Context: an optimization exercise on an open-source flow, tuned for small area. The choices shown serve that exercise and are no tape-out recipe. Where RTL was checked, it was by simulation tests only, not by an equivalence proof against the original. Power figures rest on the tool's default switching activity, not on a simulated workload.

==> 02-28: inputs <==
==> flow/design.v <==
package vector_unit_pkg;
    typedef enum logic [1:0] {
        ESIZE_8  = 2'b00,
        ESIZE_16 = 2'b01
    } esize_t;
    typedef enum logic [3:0] {
        OP_VSRA       = 4'd0,
        OP_RND_VSRA   = 4'd1,
        OP_VSRL       = 4'd2,
        OP_RND_VSRL   = 4'd3,
        OP_VSLL       = 4'd4,
        OP_SAT_VSLL   = 4'd5,
        OP_VSATL_SMPR = 4'd6,
        OP_VSATL_RNDR = 4'd7,
        OP_VADD       = 4'd8,
        OP_VSUB       = 4'd9,
        OP_SAT_VADD   = 4'd10,
        OP_SAT_VSUB   = 4'd11
    } vunit_op_t;
    typedef enum logic [2:0] {
        VSRA, RND_VSRA, VSRL, RND_VSRL, VSLL, SAT_VSLL, VSATL_SMPR, VSATL_RNDR
    } vshift_uops_t;
    typedef enum logic [1:0] {
        VADD, VSUB, SAT_VADD, SAT_VSUB
    } vadd_uops_t;
endpackage : vector_unit_pkg
`timescale 1ns/1ps
module vector_unit_top (
    input  logic                  clk_i,
    input  logic                  rst_n_i,
    input  logic                  wb_cyc_i,
    input  logic                  wb_stb_i,
    input  logic                  wb_we_i,
    input  logic [5-1:0] wb_adr_i,
    input  logic [32-1:0] wb_dat_i,
    input  logic [3:0]            wb_sel_i,
    output logic [32-1:0] wb_dat_o,
    output logic                  wb_ack_o
);
    logic [31:0] opa_q, opb_q, res_q;
    logic [3:0]  op_q;
    logic [1:0]  es_q;
    logic        ovf_q;
    logic req, a_opa, a_opb, a_ctrl, a_res, a_stat;
    assign req    = wb_cyc_i && wb_stb_i && !wb_ack_o;
    assign a_opa  = (wb_adr_i == 5'h00);
    assign a_opb  = (wb_adr_i == 5'h04);
    assign a_ctrl = (wb_adr_i == 5'h08);
    assign a_res  = (wb_adr_i == 5'h0C);
    assign a_stat = (wb_adr_i == 5'h10);
    logic [31:0] res_d;
    logic        ovf_d;
    logic        run;
    assign run = wb_ack_o && wb_we_i && a_ctrl && !(op_q[3] && op_q[2]);
    always_ff @(posedge clk_i or negedge rst_n_i) begin
        if (!rst_n_i) begin
            wb_ack_o <= 1'b0;
            opa_q    <= '0;
            opb_q    <= '0;
            op_q     <= '0;
            es_q     <= '0;
            res_q    <= '0;
            ovf_q    <= 1'b0;
        end else begin
            wb_ack_o <= req;
            if (wb_ack_o && wb_we_i && a_opa) opa_q <= wb_dat_i;
            if (wb_ack_o && wb_we_i && a_opb) opb_q <= wb_dat_i;
            if (req && wb_we_i && a_ctrl) begin
                op_q <= wb_dat_i[3:0];
                es_q <= wb_dat_i[5:4];
            end
            if (run) begin
                res_q <= res_d;
                ovf_q <= ovf_d;
            end
        end
    end
    always_comb begin
        wb_dat_o = '0;
        if (a_opa)  wb_dat_o = opa_q;
        if (a_opb)  wb_dat_o = opb_q;
        if (a_ctrl) wb_dat_o = {26'b0, es_q, op_q};
        if (a_res)  wb_dat_o = res_q;
        if (a_stat) wb_dat_o = {30'b0, ovf_q, 1'b0};
    end
    logic e8, is_add, neg, left, sat, rnd, logical, sub, satadd;
    assign e8      = (es_q == 2'b00);
    assign is_add  = op_q[3];
    assign neg     = opb_q[4];
    assign left    = !is_add && ((op_q[2:1] == 2'b10) || ((op_q[2:1] == 2'b11) && !neg));
    assign sat     = !is_add && ((op_q[2:0] == 3'd5) || ((op_q[2:1] == 2'b11) && !neg));
    assign rnd     = !is_add && ((op_q[2:0] == 3'd1) || (op_q[2:0] == 3'd3) ||
                                 ((op_q[2:0] == 3'd7) && neg));
    assign logical = (op_q[2:1] == 2'b01);
    assign sub     = op_q[0];
    assign satadd  = is_add && op_q[1];
    logic [3:0] s_pos, s_neg, k;
    logic       k3, kz;
    assign s_pos = opb_q[3:0];
    assign s_neg = 4'd0 - opb_q[3:0];
    assign k     = is_add ? 4'd0 : ((left ^ neg) ? s_neg : s_pos);
    assign k3    = k[3] && !e8;
    assign kz    = (k[2:0] == 3'd0) && !k3;
    logic [7:0] v;
    always_comb begin
        for (int b = 0; b < 8; b++) v[b] = (b + k[2:0] >= 8);
    end
    logic [31:0] y, z, sh;
    logic [3:0]  lsign;
    always_comb begin
        for (int j = 0; j < 4; j++) begin
            for (int b = 0; b < 8; b++) begin
                y[8*j+b] = opa_q[8*j + ((b + k[2:0]) % 8)];
            end
        end
        for (int j = 0; j < 4; j++) begin
            for (int b = 0; b < 8; b++) begin
                z[8*j+b] = (((v[b] && !e8) ^ k3)) ? y[8*(j^1)+b] : y[8*j+b];
            end
        end
    end
    assign lsign[0] = e8 ? opa_q[7]  : opa_q[15];
    assign lsign[1] = opa_q[15];
    assign lsign[2] = e8 ? opa_q[23] : opa_q[31];
    assign lsign[3] = opa_q[31];
    logic [31:0] u, lostb;
    logic [3:0]  lost_b;
    always_comb begin
        for (int j = 0; j < 4; j++) begin
            for (int b = 0; b < 8; b++) begin
                if (j % 2 == 0) u[8*j+b] = v[b] && (e8 || k3);
                else            u[8*j+b] = v[b] || k3;
            end
        end
        for (int i = 0; i < 32; i++) begin
            if (left) begin
                sh[i]    = (u[i] || kz) && z[i];
                lostb[i] = !u[i] && !kz && z[i];
            end else begin
                sh[i]    = u[i] ? (!logical && lsign[i/8]) : z[i];
                lostb[i] = 1'b0;
            end
        end
        for (int j = 0; j < 4; j++) lost_b[j] = |lostb[8*j +: 8];
    end
    logic [3:0] lost_l, r_l;
    assign lost_l[0] = e8 ? lost_b[0] : (lost_b[0] || lost_b[1]);
    assign lost_l[1] = e8 ? lost_b[1] : (lost_b[0] || lost_b[1]);
    assign lost_l[2] = e8 ? lost_b[2] : (lost_b[2] || lost_b[3]);
    assign lost_l[3] = e8 ? lost_b[3] : (lost_b[2] || lost_b[3]);
    assign r_l[0] = !kz && (e8 ? z[7] : z[15]);
    assign r_l[1] = !kz && z[15];
    assign r_l[2] = !kz && (e8 ? z[23] : z[31]);
    assign r_l[3] = !kz && z[31];
    logic [31:0] bb, sum;
    logic [3:0]  cin, cout;
    assign bb = is_add ? (opb_q ^ {32{sub}}) : 32'd0;
    always_comb begin
        for (int j = 0; j < 4; j++) begin
            cin[j] = is_add ? sub : (rnd && r_l[j]);
        end
    end
    logic c8, c16, c24;
    assign {cout[0], sum[7:0]}   = {1'b0, sh[7:0]}   + {1'b0, bb[7:0]}   + {8'd0, cin[0]};
    assign c8  = e8 ? cin[1] : cout[0];
    assign {cout[1], sum[15:8]}  = {1'b0, sh[15:8]}  + {1'b0, bb[15:8]}  + {8'd0, c8};
    assign c16 = cin[2];
    assign {cout[2], sum[23:16]} = {1'b0, sh[23:16]} + {1'b0, bb[23:16]} + {8'd0, c16};
    assign c24 = e8 ? cin[3] : cout[2];
    assign {cout[3], sum[31:24]} = {1'b0, sh[31:24]} + {1'b0, bb[31:24]} + {8'd0, c24};
    logic [3:0] amsb, bmsb, smsb, clamp_b, top_b;
    always_comb begin
        for (int j = 0; j < 4; j++) begin
            top_b[j] = e8 || (j % 2 == 1);
            if (j % 2 == 1) begin
                amsb[j] = sh[8*j+7];
                bmsb[j] = bb[8*j+7];
                smsb[j] = sum[8*j+7];
            end else begin
                amsb[j] = e8 ? sh[8*j+7]  : sh[8*j+15];
                bmsb[j] = e8 ? bb[8*j+7]  : bb[8*j+15];
                smsb[j] = e8 ? sum[8*j+7] : sum[8*j+15];
            end
            clamp_b[j] = (satadd && (amsb[j] == bmsb[j]) && (smsb[j] != amsb[j])) ||
                         (sat && (lost_l[j] || smsb[j]));
        end
        for (int i = 0; i < 32; i++) begin
            if (clamp_b[i/8])
                res_d[i] = ((i % 8 == 7) && top_b[i/8]) ? lsign[i/8] : !lsign[i/8];
            else
                res_d[i] = sum[i];
        end
    end
    assign ovf_d = |clamp_b;
endmodule
==> flow/run.sh <==
#!/bin/bash
# synth_recipe.tcl (not shown) runs the flow's synth.tcl, then flattens the netlist and writes it again
# the make line also repeats each setting of config.mk as NAME=value (left out here)
make -C /OpenROAD-flow-scripts/flow DESIGN_CONFIG=/design/flow/config.mk WORK_HOME=/design/flow/orfs CLKGATE_MAP_FILE= SYNTH_SCRIPT=/design/flow/synth_recipe.tcl finish
==> flow/config.mk <==
export PLATFORM = sky130hd
export DESIGN_NAME = vector_unit_top
export DESIGN_NICKNAME = vector_unit_top
export VERILOG_FILES = /design/flow/design.v
export SDC_FILE = /design/flow/constraint.sdc
export NUM_CORES = 4
export LEC_CHECK = 0
export CAP_MARGIN = 20
export CORE_MARGIN = 2
export CORE_UTILIZATION = 40
export SLEW_MARGIN = 20
==> flow/constraint.sdc <==
create_clock -name core_clock -period 5.0 [get_ports {clk_i}]
set_input_delay 1.0000 -clock core_clock [delete_from_list [all_inputs] [get_ports {clk_i}]]
set_output_delay 1.0000 -clock core_clock [all_outputs]
set_load 0.01 [all_outputs]
==> 10-17: changes against 02-28 <==
--- a/flow/design.v
+++ b/flow/design.v
@@ -43,2 +43,3 @@
     logic        ovf_q;
+    logic        a_vld, b_vld, c_vld, r_vld;
     logic req, a_opa, a_opb, a_ctrl, a_res, a_stat;
@@ -50,36 +51,49 @@
     assign a_stat = (wb_adr_i == 5'h10);
-    logic [31:0] res_d;
+    logic [31:0] z, res_d;
     logic        ovf_d;
-    logic        run;
-    assign run = wb_ack_o && wb_we_i && a_ctrl && !(op_q[3] && op_q[2]);
+    logic        run, pass2_q;
+    logic        wr_opa, wr_opb, wr_ctrl;
+    assign wr_opa  = wb_ack_o && wb_we_i && a_opa;
+    assign wr_opb  = wb_ack_o && wb_we_i && a_opb;
+    assign wr_ctrl = req && wb_we_i && a_ctrl;
+    assign run     = wb_ack_o && wb_we_i && a_ctrl && !(op_q[3] && op_q[2]);
     always_ff @(posedge clk_i or negedge rst_n_i) begin
         if (!rst_n_i) begin
-            wb_ack_o <= 1'b0;
-            opa_q    <= '0;
-            opb_q    <= '0;
-            op_q     <= '0;
-            es_q     <= '0;
-            res_q    <= '0;
-            ovf_q    <= 1'b0;
+            wb_ack_o    <= 1'b0;
+            pass2_q     <= 1'b0;
+            a_vld       <= 1'b0;
+            b_vld       <= 1'b0;
+            c_vld       <= 1'b0;
+            r_vld       <= 1'b0;
+            opb_q[4:0]  <= '0;
         end else begin
             wb_ack_o <= req;
-            if (wb_ack_o && wb_we_i && a_opa) opa_q <= wb_dat_i;
-            if (wb_ack_o && wb_we_i && a_opb) opb_q <= wb_dat_i;
-            if (req && wb_we_i && a_ctrl) begin
-                op_q <= wb_dat_i[3:0];
-                es_q <= wb_dat_i[5:4];
-            end
-            if (run) begin
-                res_q <= res_d;
-                ovf_q <= ovf_d;
-            end
-        end
-    end
-    always_comb begin
-        wb_dat_o = '0;
-        if (a_opa)  wb_dat_o = opa_q;
-        if (a_opb)  wb_dat_o = opb_q;
-        if (a_ctrl) wb_dat_o = {26'b0, es_q, op_q};
-        if (a_res)  wb_dat_o = res_q;
-        if (a_stat) wb_dat_o = {30'b0, ovf_q, 1'b0};
+            pass2_q  <= run;
+            if (wr_opa)  a_vld <= 1'b1;
+            if (wr_opb)  b_vld <= 1'b1;
+            if (wr_ctrl) c_vld <= 1'b1;
+            if (run)     r_vld <= 1'b1;
+            if (wr_opb)  opb_q[4:0] <= wb_dat_i[4:0];
+        end
+    end
+    always_ff @(posedge clk_i) begin
+        if (wr_opa) opa_q <= wb_dat_i;
+        if (wr_opb) opb_q[31:5] <= wb_dat_i[31:5];
+        if (wr_ctrl) begin
+            op_q <= wb_dat_i[3:0];
+            es_q <= wb_dat_i[5:4];
+        end
+        if (pass2_q) begin
+            res_q <= res_d;
+            ovf_q <= ovf_d;
+        end else if (run) begin
+            res_q <= sh & {32{a_vld}};
+        end
+    end
+    always_comb begin
+        wb_dat_o = ({32{a_opa  && a_vld}} & opa_q) |
+                   ({32{a_opb  && b_vld}} & opb_q) |
+                   ({32{a_res  && r_vld}} & res_q) |
+                   ({32{a_ctrl && c_vld}} & {26'b0, es_q, op_q}) |
+                   ({32{a_stat && r_vld}} & {30'b0, ovf_q, 1'b0});
     end
@@ -96,9 +110,16 @@
     assign satadd  = is_add && op_q[1];
-    logic [3:0] s_pos, s_neg, k;
-    logic       k3, kz;
-    assign s_pos = opb_q[3:0];
-    assign s_neg = 4'd0 - opb_q[3:0];
-    assign k     = is_add ? 4'd0 : ((left ^ neg) ? s_neg : s_pos);
-    assign k3    = k[3] && !e8;
-    assign kz    = (k[2:0] == 3'd0) && !k3;
+    logic [3:0] s_pos, s_neg, k_in, k_d, k_q, k;
+    logic       k3, kz, left_in;
+    assign s_pos   = opb_q[3:0];
+    assign s_neg   = 4'd0 - opb_q[3:0];
+    assign left_in = !wb_dat_i[3] && ((wb_dat_i[2:1] == 2'b10) ||
+                                      ((wb_dat_i[2:1] == 2'b11) && !neg));
+    assign k_in    = wb_dat_i[3] ? 4'd0 : ((left_in ^ neg) ? s_neg : s_pos);
+    assign k_d     = {k_in[3] && (wb_dat_i[5:4] != 2'b00), k_in[2:0]};
+    always_ff @(posedge clk_i) begin
+        if (wr_ctrl) k_q <= k_d;
+    end
+    assign k  = k_q;
+    assign k3 = k_q[3];
+    assign kz = (k_q == 4'd0);
     logic [7:0] v;
@@ -107,3 +128,3 @@
     end
-    logic [31:0] y, z, sh;
+    logic [31:0] y, sh;
     logic [3:0]  lsign;
@@ -121,6 +142,8 @@
     end
-    assign lsign[0] = e8 ? opa_q[7]  : opa_q[15];
-    assign lsign[1] = opa_q[15];
-    assign lsign[2] = e8 ? opa_q[23] : opa_q[31];
-    assign lsign[3] = opa_q[31];
+    assign lsign[0] = a_vld && (e8 ? opa_q[7]  : opa_q[15]);
+    assign lsign[1] = a_vld && opa_q[15];
+    assign lsign[2] = a_vld && (e8 ? opa_q[23] : opa_q[31]);
+    assign lsign[3] = a_vld && opa_q[31];
+    logic [31:0] x;
+    assign x = z;
     logic [31:0] u, lostb;
@@ -136,6 +159,6 @@
             if (left) begin
-                sh[i]    = (u[i] || kz) && z[i];
-                lostb[i] = !u[i] && !kz && z[i];
+                sh[i]    = (u[i] || kz) && x[i];
+                lostb[i] = !u[i] && !kz && x[i];
             end else begin
-                sh[i]    = u[i] ? (!logical && lsign[i/8]) : z[i];
+                sh[i]    = u[i] ? (!logical && lsign[i/8]) : x[i];
                 lostb[i] = 1'b0;
@@ -150,12 +173,17 @@
     assign lost_l[3] = e8 ? lost_b[3] : (lost_b[2] || lost_b[3]);
-    assign r_l[0] = !kz && (e8 ? z[7] : z[15]);
-    assign r_l[1] = !kz && z[15];
-    assign r_l[2] = !kz && (e8 ? z[23] : z[31]);
-    assign r_l[3] = !kz && z[31];
+    assign r_l[0] = !kz && (e8 ? x[7] : x[15]);
+    assign r_l[1] = !kz && x[15];
+    assign r_l[2] = !kz && (e8 ? x[23] : x[31]);
+    assign r_l[3] = !kz && x[31];
+    logic [3:0] lost_q, r_q;
+    always_ff @(posedge clk_i) begin
+        lost_q <= lost_l & {4{a_vld}};
+        r_q    <= r_l & {4{a_vld}};
+    end
     logic [31:0] bb, sum;
-    logic [3:0]  cin, cout;
-    assign bb = is_add ? (opb_q ^ {32{sub}}) : 32'd0;
-    always_comb begin
-        for (int j = 0; j < 4; j++) begin
-            cin[j] = is_add ? sub : (rnd && r_l[j]);
+    logic [3:0]  cin;
+    assign bb = (opb_q & {32{is_add && b_vld}}) ^ {32{is_add && sub}};
+    always_comb begin
+        for (int j = 0; j < 4; j++) begin
+            cin[j] = is_add ? sub : (rnd && r_q[j]);
         end
@@ -163,9 +191,11 @@
     logic c8, c16, c24;
-    assign {cout[0], sum[7:0]}   = {1'b0, sh[7:0]}   + {1'b0, bb[7:0]}   + {8'd0, cin[0]};
-    assign c8  = e8 ? cin[1] : cout[0];
-    assign {cout[1], sum[15:8]}  = {1'b0, sh[15:8]}  + {1'b0, bb[15:8]}  + {8'd0, c8};
+    logic [9:0] t0, t1, t2, t3;
+    assign t0  = {1'b0, res_q[7:0], 1'b1}   + {1'b0, bb[7:0], cin[0]};
+    assign c8  = e8 ? cin[1] : t0[9];
+    assign t1  = {1'b0, res_q[15:8], 1'b1}  + {1'b0, bb[15:8], c8};
     assign c16 = cin[2];
-    assign {cout[2], sum[23:16]} = {1'b0, sh[23:16]} + {1'b0, bb[23:16]} + {8'd0, c16};
-    assign c24 = e8 ? cin[3] : cout[2];
-    assign {cout[3], sum[31:24]} = {1'b0, sh[31:24]} + {1'b0, bb[31:24]} + {8'd0, c24};
+    assign t2  = {1'b0, res_q[23:16], 1'b1} + {1'b0, bb[23:16], c16};
+    assign c24 = e8 ? cin[3] : t2[9];
+    assign t3  = {1'b0, res_q[31:24], 1'b1} + {1'b0, bb[31:24], c24};
+    assign sum = {t3[8:1], t2[8:1], t1[8:1], t0[8:1]};
     logic [3:0] amsb, bmsb, smsb, clamp_b, top_b;
@@ -175,3 +205,3 @@
             if (j % 2 == 1) begin
-                amsb[j] = sh[8*j+7];
+                amsb[j] = res_q[8*j+7];
                 bmsb[j] = bb[8*j+7];
@@ -179,3 +209,3 @@
             end else begin
-                amsb[j] = e8 ? sh[8*j+7]  : sh[8*j+15];
+                amsb[j] = e8 ? res_q[8*j+7]  : res_q[8*j+15];
                 bmsb[j] = e8 ? bb[8*j+7]  : bb[8*j+15];
@@ -184,3 +214,3 @@
             clamp_b[j] = (satadd && (amsb[j] == bmsb[j]) && (smsb[j] != amsb[j])) ||
-                         (sat && (lost_l[j] || smsb[j]));
+                         (sat && (lost_q[j] || smsb[j]));
         end
==> results.yml <==
power:
  p_switching_uw: 675
  seq-power_mw: 1.12
  p_comb_frac: 0.101
floorplanning:
  taps: 330
  die_h_um: 165
synth:
  synthAdderAreaFrac: 0.0583
  synth_mux_area_frac: 0.142
  async_reset_ff_frac: 0.0909
routing:
  routed_wl_um: 34600
run_status:
  status: "timing/DRC/antenna clean"
worst_setup_path:
  cp_slowest_cell: "edfxtp_1"
  cp-startpoint: "op_q[0]$_DFFE_PP_"
  r2r_start: "op_q[0]$_DFFE_PP_"
  worstRegToRegCells: 19
  crit_end: "ovf_q$_DFFE_PP_"
clocking:
  htree_levels: 4
timing:
  rsz0062_at_grt: "no"
-- figures above: 10-17

==> results.yml <==
run_status:
  status: "complete, but fails checks"
  violations: "setup timing"
timing:
  finalWorstSetupSlack_ns: -1.89
  setup_violations: 33
floorplanning:
  die_h_um: 168
  start_util: 0.403
routing:
  routed_wl_um: 42800
  drc: 0
synth:
  synthAdderAreaFrac: 0.0579
  synth_mux_area_frac: 0.252
worst_setup_path:
  slowest_delay_ns: 0.52
  r2r_start: "opb_q[0]$_DFFE_PN0P_"
  cp-startpoint: "opb_q[0]$_DFFE_PN0P_"
  cp_slowest_cell: "mux4_2"
  crit_end: "res_q[4]$_DFFE_PN0P_"
power:
  top_power_group: "combinational cells"
  p_switching_mw: 1.45
  seq-power_uw: 962
clocking:
  htree_levels: 3
-- figures above: 02-28

Only the layout flow was run in 02-28; the RTL was not checked for function there.

-- afterwards: timing with drivers on the ports --
No port has a modelled driver above. Below, the same layouts with a new extraction and two added sets of constraints. Step 1, drivers: a clkbuf_16 drives clk_i and a buf_2 each remaining input, both assumed. Step 2, shift: input delay + t, output delay - t, t = (earliest + latest rising clock arrival at the registers) / 2. This alone moves slack from input paths to output paths. Slacks: ideal ports / drivers / drivers and shift; pairs: ideal ports / drivers.
| run | t, ns | slack for setup (ns) | hold WS [ns] | worst setup path after step 2 | pins driven straight from the clock port |
|---|---|---|---|---|---|
| 02-28 | 0.409 | -1.894 / -1.894 / -1.894 | 0.489 / 0.489 / 0.489 | register to register | 1 |
| 10-17 | 0.467 | 0.245 / 0.245 / 0.245 | 0.462 / 0.462 / 0.462 | register to register | 1 |
